From an optimization exercise on the open Yosys and OpenROAD flow, aimed at small area; shortcuts taken in it are not production practice. Function was checked by simulation only, so behaviour that the tests miss may differ from the original.

==> flow/design.v (excerpt) <==
module exe_apb_alu_top (
    input  logic                   i_clk,
    input  logic                   i_reset,
    input  logic [8-1:0] paddr,
    input  logic                   psel,
    input  logic                   penable,
    input  logic                   pwrite,
    input  logic [32-1:0] pwdata,
    output logic [32-1:0] prdata,
    output logic                   pready,
    output logic                   pslverr
);
    exe_apb_alu i_core (
        .i_clk   (i_clk),
        .i_reset (i_reset),
        .paddr   (paddr),
        .psel    (psel),
        .penable (penable),
        .pwrite  (pwrite),
        .pwdata  (pwdata),
        .prdata  (prdata),
        .pready  (pready),
        .pslverr (pslverr)
    );
endmodule
For scale: roughly 950 cells after synthesis, ~140 flip-flops, ~8900 um2 of cells after synthesis.
Settings: LEC_CHECK=0, CAP_MARGIN=10, CORE_MARGIN=2, CORE_UTILIZATION=40, GPL_TIMING_DRIVEN=1, SLEW_MARGIN=10; clock period 6.0 ns.
standard.sh (not shown) runs the stock make flow with config.mk's settings and CLKGATE_MAP_FILE= SYNTH_SCRIPT=/design/flow/synth_recipe.tcl, a recipe that flattens the netlist after the stock synthesis.
==> flow/flow/run.sh <==
#!/bin/bash
# The standard layout (standard.sh), with these changes:
#  - ABC maps with flow/abc.script in place of ORFS's speed script (the rest
#    of synthesis is the standard flow's own synth_recipe.tcl, so registers keep their names);
#  - the port buffers are the smallest buffer, buf_1, rather than the delay
#    buffer buffer_ports picks by default (every port still gets one);
#  - CTS uses clkbuf_8 and inserts no dummy load cells.
# Each tool's output goes to synth.log and layout.log here, and ORFS's own
# per-step logs under orfs/logs.
set -euo pipefail
here=$PWD
rm -rf "$here/scripts_mod"
cp -r "$FLOW_HOME/scripts" "$here/scripts_mod"
cp "$here/flow/abc.script" "$here/scripts_mod/abc_speed.script"
sed "s#^make -C #make SCRIPTS_DIR=$here/scripts_mod -C #" standard.sh > standard_mod.sh
grep -q "SCRIPTS_DIR=" standard_mod.sh
export BUFFER_PORTS_ARGS="-buffer_cell sky130_fd_sc_hd__buf_1"
export CTS_ARGS="-sink_clustering_enable -repair_clock_nets -dont_use_dummy_load -buf_list sky130_fd_sc_hd__clkbuf_8"
bash standard_mod.sh synth > synth.log 2>&1
bash standard_mod.sh > layout.log 2>&1
==> flow/flow/abc.script <==
strash
&get -n
&nf
&put
stime -p
Edit:
--- a/flow/design.v
+++ b/flow/design.v
@@ -153,17 +153,17 @@
     assign p_sll = (i_pass_op == 5'h04);
     assign fill  = (i_pass_op == 5'h06) & i_a[W-1];
     assign en[0] = i_first & i_pass_sh[0];
     assign en[1] = i_first ? i_pass_sh[1] : i_pass_sh[2];
     assign en[2] = i_first ? i_pass_sh[3] : i_pass_sh[4];
     assign en_l  = en & {3{p_sll}};
     assign en_r  = en & {3{~p_sll}};
     always_comb begin
-        x = i_first ? i_a : i_res;
+        x = i_res;
         st[0] = x;
         for (int k = 0; k < 3; k++) begin
             for (int i = 0; i < W; i++) begin
                 st[k+1][i] = ~en[k] & st[k][i];
                 if (i + ((k == 2) ? 8 : k + 1) < W)
                     st[k+1][i] = st[k+1][i] | (en_r[k] & st[k][i + ((k == 2) ? 8 : k + 1)]);
                 else
                     st[k+1][i] = st[k+1][i] | (en_r[k] & fill);
@@ -196,17 +196,17 @@
     output logic [32-1:0] prdata,
     output logic                   pready,
     output logic                   pslverr,
     output logic [32-1:0] o_a,
     output logic [32-1:0] o_b,
     output logic [4:0]             o_op,
     output logic                   o_ld_res,
     output logic                   o_ld_flg,
-    output logic [32-1:0] o_res,
+    output logic [32-1:0] o_res,       
     output logic                   o_first,
     output logic                   o_launch,
     output logic [4:0]             o_pass_op,
     output logic [4:0]             o_pass_sh,
     input  logic [32-1:0] i_result,
     input  logic [3:0]             i_flags
 );
     localparam int W = 32;
@@ -233,43 +233,42 @@
     logic rw_ok, ro, bad, wr, rd;
     assign rw_ok = base_ok & ~idx[2];
     assign ro    = s_res | s_flg;
     assign bad   = ~(rw_ok | ro) | (ro & pwrite);
     assign wr    = access & pwrite & rw_ok;
     assign rd    = access & ~pwrite & (rw_ok | ro);
     assign pready  = access;
     assign pslverr = access & bad;
-    logic         rd_rs2_q, rd_imm_q;
+    logic ld_ctrl;
+    assign ld_ctrl = ~i_reset & wr & s_ctrl;
+    logic first;
+    assign first = psel & ~penable & pwrite & s_ctrl & ~i_reset;
     logic         sel_rs2, sel_imm, b_off;
     logic [W-1:0] b_sel;
     always_ff @(posedge i_clk) begin
-        rd_rs2_q <= ~i_reset & psel & ~penable & ~pwrite & s_rs2;
-        rd_imm_q <= ~i_reset & psel & ~penable & ~pwrite & s_imm;
+        sel_rs2 <= ~i_reset & (ld_ctrl ? ~pwdata[8] : (psel & ~penable & ~pwrite & s_rs2));
+        sel_imm <= ~i_reset & (ld_ctrl ?  pwdata[8] : (psel & ~penable & ~pwrite & s_imm));
     end
-    assign sel_rs2 = launch_q ? ~src_q : rd_rs2_q;
-    assign sel_imm = launch_q ?  src_q : rd_imm_q;
     assign b_sel   = ({W{sel_rs2}} & rs2_q) | ({W{sel_imm}} & imm_q);
     assign b_off   = launch_q | ~access;
+    logic [W-1:0] m_sel;
+    assign m_sel = (first | (rd & s_rs1)) ? rs1_q : result_q;
     always_comb begin
-        prdata = ({W{rd & s_rs1}} & rs1_q)
-               | ({W{~b_off}} & b_sel)
-               | ({W{rd & s_res}} & result_q);
+        prdata = ({W{rd & (s_rs1 | s_res)}} & m_sel)
+               | ({W{~b_off}} & b_sel);
         prdata[4:0] = prdata[4:0] | ({5{rd & s_ctrl}} & op_q);
         prdata[8] = prdata[8] | (rd & s_ctrl & src_q);
         prdata[3:0] = prdata[3:0] | ({4{rd & s_flg}} & flags_q);
     end
-    logic first;
-    assign first = psel & ~penable & pwrite & s_ctrl & ~i_reset;
-    logic ld_rs1, ld_rs2, ld_imm, ld_ctrl, ld_res, ld_flg;
+    logic ld_rs1, ld_rs2, ld_imm, ld_res, ld_flg;
     logic kp_rs1, kp_rs2, kp_imm, kp_ctrl, kp_res, kp_flg;
     assign ld_rs1  = ~i_reset & wr & s_rs1;
     assign ld_rs2  = ~i_reset & wr & s_rs2;
     assign ld_imm  = ~i_reset & wr & s_imm;
-    assign ld_ctrl = ~i_reset & wr & s_ctrl;
     assign kp_rs1  = ~i_reset & ~(wr & s_rs1);
     assign kp_rs2  = ~i_reset & ~(wr & s_rs2);
     assign kp_imm  = ~i_reset & ~(wr & s_imm);
     assign kp_ctrl = ~i_reset & ~(wr & s_ctrl);
     assign ld_res  = ~i_reset & (first | (wr & s_ctrl) | launch_q);
     assign kp_res  = ~i_reset & ~(first | (wr & s_ctrl) | launch_q);
     assign ld_flg  = ~i_reset & launch_q;
     assign kp_flg  = ~i_reset & ~launch_q;
@@ -285,17 +284,17 @@
     end
     logic src_x, fin;
     assign fin       = launch_q & ~first;
     assign src_x     = fin ? src_q : pwdata[8];
     assign o_pass_op = fin ? op_q : pwdata[4:0];
     assign o_pass_sh = src_x ? imm_q[4:0] : rs2_q[4:0];
     assign o_first   = first;
     assign o_launch  = launch_q;
-    assign o_res     = result_q;
+    assign o_res     = m_sel;
     assign o_a    = rs1_q;
     assign o_b    = b_sel;
     assign o_op   = op_q;
     assign o_ld_res = ld_res;
     assign o_ld_flg = ld_flg;
 endmodule
 `timescale 1ns/1ps
 module exe_apb_alu (
Effect:
- The changed run produced a clean layout
- worst hold slack loses 24 ps
- die area shrinks by 2.6%
- worst setup slack is better by 270 ps
- via count went down by 4.7%
- count of clock-buffer cells in the layout is unchanged
- synthesized area went down by 2.7%
- clock skew is about the same
- cell area came out lower by 2.5%
- fmax increases by 5.1%
- final cell count decreases by 3.5%
- critical path depth falls by 10

-- port drivers added, routing unchanged --
No port has a modelled driver above. Below, the same layouts with a new extraction and two added sets of constraints. Step 1 assumes that a clkbuf_16 drives the clock port and a buf_2 every other input. Step 2 moves the port delays by t, midway between the first and last clock arrival at a register: inputs arrive t later, outputs are due t later. That takes back most of the time a late clock gives input paths. Three values: ideal, step 1, step 2; two values: the first two.
| run | shift t [ns] | setup WS [ns] | worst hold slack (ns) |
|---|---|---|---|
| the first run | 0.496 | 0.538 / 0.538 / 0.511 | 0.474 / 0.474 / 0.474 |
| the second run | 0.490 | 0.806 / 0.786 / 0.663 | 0.451 / 0.451 / 0.451 |
After both steps setup and hold are still met in every run listed. The setup slack of the second run, which loses most, moves by -0.020 ns with the drivers and by -0.143 ns with both steps.
